This is an optimization exercise on Yosys and OpenROAD, whose aim is small area, a short achievable clock period and few clock cycles per item, not a production implementation.
At most, simulation tests tie the RTL to the original design; equivalence was not proved.

== build 70 ==
==> flow/design.v (excerpt) <==
module palette_remap_nearest_color_unit (
	input  logic                            clk,
	input  logic                            arst_n,
	input  logic                            req_valid,
	output logic                            req_ready,
	input  logic                            req_type,
	input  logic [7:0]                      req_color_index,
	input  logic [7:0]                      req_red,
	input  logic [7:0]                      req_green,
	input  logic [7:0]                      req_blue,
	input  logic [2:0]                      req_remap_mode,
	input  logic [3:0]                      req_fade_level,
	input  logic [2:0]                      req_house_color,
	output logic                            rsp_valid,
	input  logic                            rsp_ready,
	output logic [7:0]                      rsp_match_index,
	input  logic                            cfg_write,
	input  logic [prc_pkg::SHADOW_W-1:0]    cfg_wdata
);
	localparam int K   = 32;    
	localparam int L   = 4;    
	localparam int KB  = 5;
	localparam int LB  = 2;
	localparam int WQD = 3;    
	localparam int FD  = 6;    
	function automatic logic [23:0] house_target(input logic [6:0] hp);
		logic [23:0] t;
		case (hp)
			7'd0: t = 24'h4c4c00;
			7'd1: t = 24'h585800;
			7'd2: t = 24'h646400;
			7'd3: t = 24'h707000;
			7'd4: t = 24'h7c7c00;
			7'd5: t = 24'h888800;
			7'd6: t = 24'h939300;
			7'd7: t = 24'h9f9f00;
			7'd8: t = 24'habab00;
			7'd9: t = 24'hb7b700;
			7'd10: t = 24'hc3c300;
			7'd11: t = 24'hcfcf00;
			7'd12: t = 24'hdbdb00;
			7'd13: t = 24'he7e700;
			7'd14: t = 24'hf3f300;
			7'd15: t = 24'hffff00;
			7'd16: t = 24'h00304c;
			7'd17: t = 24'h003758;
  ...
clock: 8.0 ns
lec_check: 0
cap_margin: 20
cell_pad_in_sites_detail_placement: 2
cell_pad_in_sites_global_placement: 4
core_margin: 2
core_utilization: 25
place_density: 0.35
setup_slack_margin: 4.0
slew_margin: 20
synth_memory_max_bits: 8192
tns_end_percent: 100
run.sh (not shown) runs the stock make flow with config.mk's settings and CLKGATE_MAP_FILE= SYNTH_SCRIPT=/design/flow/synth_recipe.tcl, a recipe that flattens the netlist after the stock synthesis.
Testbench counts of build 70, summed over its fixed seeds: cycles 2,755, queries 633.
Setup changes, build 70 to build 17
--- a/flow/design.v
+++ b/flow/design.v
@@ -532,23 +532,23 @@
 	input  logic [2:0]                      req_house_color,
 	output logic                            rsp_valid,
 	input  logic                            rsp_ready,
 	output logic [7:0]                      rsp_match_index,
 	input  logic                            cfg_write,
 	input  logic [prc_pkg::SHADOW_W-1:0]    cfg_wdata
 );
 	localparam int K   = 32;    
 	localparam int L   = 4;    
 	localparam int KB  = 5;
 	localparam int LB  = 2;
-	localparam int WQD = 3;    
+	localparam int WQD = 2;    
 	localparam int FD  = 6;    
 	function automatic logic [23:0] house_target(input logic [6:0] hp);
 		logic [23:0] t;
 		case (hp)
 			7'd0: t = 24'h4c4c00;
 			7'd1: t = 24'h585800;
 			7'd2: t = 24'h646400;
 			7'd3: t = 24'h707000;
 			7'd4: t = 24'h7c7c00;
 			7'd5: t = 24'h888800;
 			7'd6: t = 24'h939300;
@@ -778,23 +778,22 @@
 	always_ff @(posedge clk or negedge arst_n) begin
 		if (!arst_n) keep_q <= 9'd128;
 		else if (cfg_write) keep_q <= cfg_wdata[8] ? 9'd0 : 9'd256 - {1'b0, cfg_wdata[7:0]};
 	end
 	logic        r_v;
 	logic [2:0]  r_mode;
 	logic [7:0]  r_idx;
 	logic [23:0] r_rgb;
 	logic [3:0]  r_lvl;
 	logic [2:0]  r_house;
 	logic [2:0]  r_qwc;
-	logic [K-1:0] r_lsel;   
 	logic        s_v;
 	logic [1:0]  s_kind;    
 	logic [16:0] s_fac;     
 	logic [23:0] s_raw;     
 	logic        s_blk;     
 	logic [2:0]  s_qwc;
 	logic        m_v;
 	logic [24:0] m_ra [3];
 	logic [24:0] m_rb [3];
 	logic [2:0]  m_qwc;
 	logic        t_v;
@@ -827,39 +826,24 @@
 	assign blocked = !t_pass && ((t_nold > 3'd1) ||
 	                 ((t_nold == 3'd1) && ((ph + 1'b1) == wq_a[0][6:KB])));
 	assign t_start = t_v && (!w_v || w_last) && cred_ok && !blocked;
 	assign t_free  = !t_v || t_start;
 	assign m_go    = m_v && t_free;
 	assign m_free  = !m_v || m_go;
 	assign s_go    = s_v && m_free;
 	assign s_free  = !s_v || s_go;
 	assign r_src_now = r_idx[7] || (ph == r_idx[6:KB]);
 	assign r_to_s  = r_v && r_src && r_src_now && s_free;
 	assign r_to_t  = r_v && !r_src && !s_v && !m_v && t_free;
-	logic [23:0] r_fwd_d;
-	logic [23:0] r_head;
-	always_comb begin
-		r_head = '0;
-		for (int j = 0; j < K; j++) r_head = r_head | ({24{r_lsel[j]}} & head[j]);
-	end
 	assign r_nold = r_qwc - wc_land;
-	always_comb begin
-		r_fwd   = 1'b0;
-		r_fwd_d = wq_d[0];
-		for (int i = 0; i < WQD; i++) begin
-			if (wq_v[i] && (r_nold > 3'(i)) && (wq_a[i] == r_idx[6:0])) begin
-				r_fwd   = 1'b1;
-				r_fwd_d = wq_d[i];
-			end
-		end
-	end
+	assign r_fwd  = wq_v[0] && (r_nold != 3'd0) && (wq_a[0] == r_idx[6:0]);
 	always_comb begin
 		case (r_lvl)
 			4'd0: r_fac = 17'd65550;
 			4'd1: r_fac = 17'd61180;
 			4'd2: r_fac = 17'd56810;
 			4'd3: r_fac = 17'd52440;
 			4'd4: r_fac = 17'd48070;
 			4'd5: r_fac = 17'd43700;
 			4'd6: r_fac = 17'd39330;
 			4'd7: r_fac = 17'd34960;
 			4'd8: r_fac = 17'd30590;
@@ -920,28 +904,27 @@
 			outst <= outst + (t_start ? 1'b1 : 1'b0) - (rsp_pop ? 1'b1 : 1'b0);
 		end
 	end
 	always_ff @(posedge clk) begin
 		if (acc_q) begin
 			r_mode  <= req_remap_mode;
 			r_idx   <= req_color_index;
 			r_rgb   <= {req_red, req_green, req_blue};
 			r_lvl   <= req_fade_level;
 			r_house <= req_house_color;
 			r_qwc   <= wc_acc;
-			r_lsel  <= K'(1) << req_color_index[KB-1:0];
 		end
 		if (r_to_s) begin
 			s_kind <= (r_mode == 3'd2) ? 2'd0 : (r_mode == 3'd3) ? 2'd1 : 2'd2;
 			s_fac  <= r_fac;
-			s_raw  <= r_fwd ? ~r_fwd_d : r_head;
+			s_raw  <= r_fwd ? ~wq_d[0] : head[r_idx[KB-1:0]];
 			s_blk  <= r_idx[7];
 			s_qwc  <= r_qwc;
 		end
 		if (s_go) begin
 			for (int c = 0; c < 3; c++) begin
 				m_ra[c] <= mul_ra[c];
 				m_rb[c] <= mul_rb[c];
 			end
 			m_qwc  <= s_qwc;
 		end
 		if (m_go) begin
## What came out
- Wire length of the first global-routing pass of build 17 falls short of that of build 70 slightly.
- In terms of area growth from synthesis to layout, build 17 and build 70 differ only marginally.
- Lower number of flops mapped to enable cells by yosys was reported by build 17, not build 70.
- Delta (build 17 minus build 70): number of buffers created by CTS dropped 2.6%, routed via count climbed about 0.55%, minimum clock period climbed 0.26 ns.
- Taking build 70 as the reference, in build 17 maximum frequency from static timing analysis fell about 6%; area enclosed by the die boundary about even; number of H-tree levels about even; slew of the pin with the lowest slew margin fell 0.028 ns.
- ~same multi-input combinational area share in build 70 and build 17
- After detailed routing, build 70 needs more wire than build 17.
No functional check of the RTL was part of build 17.

## what the ideal ports hide
The flow's constraints put no driver on any port. The routed layouts listed below were extracted and timed again, unchanged, in two steps.
Step 1: set_driving_cell puts a clkbuf_16 on clk and a buf_2 on each other input, an assumption about the parent block.
Step 2 adds t to the input delays and takes it off the output delays; t is the mean of the earliest and latest rising clock arrival at the registers after step 1. Input paths then give back, and output paths get back, about the clock's delay inside the block.
a / b / c = no drivers / after step 1 / after step 2; a / b = the first two.
run | shift t [ns] | setup slack, ns | hold slack, ns | latest minus earliest clock arrival (ns) | cell pins on the clock port's net
build 70 | 1.383 | 3.786 / 3.786 / 2.828 | 0.209 / 0.209 / 0.209 | 0.157 / 0.157 | 1
build 17 | 1.399 | 3.525 / 3.525 / 2.987 | 0.244 / 0.225 / 0.244 | 0.132 / 0.132 | 1
After both steps setup and hold are still met in every run listed. For build 70, which loses most, drivers alone change the setup slack by 0.000 ns; drivers and shift together by -0.958 ns.
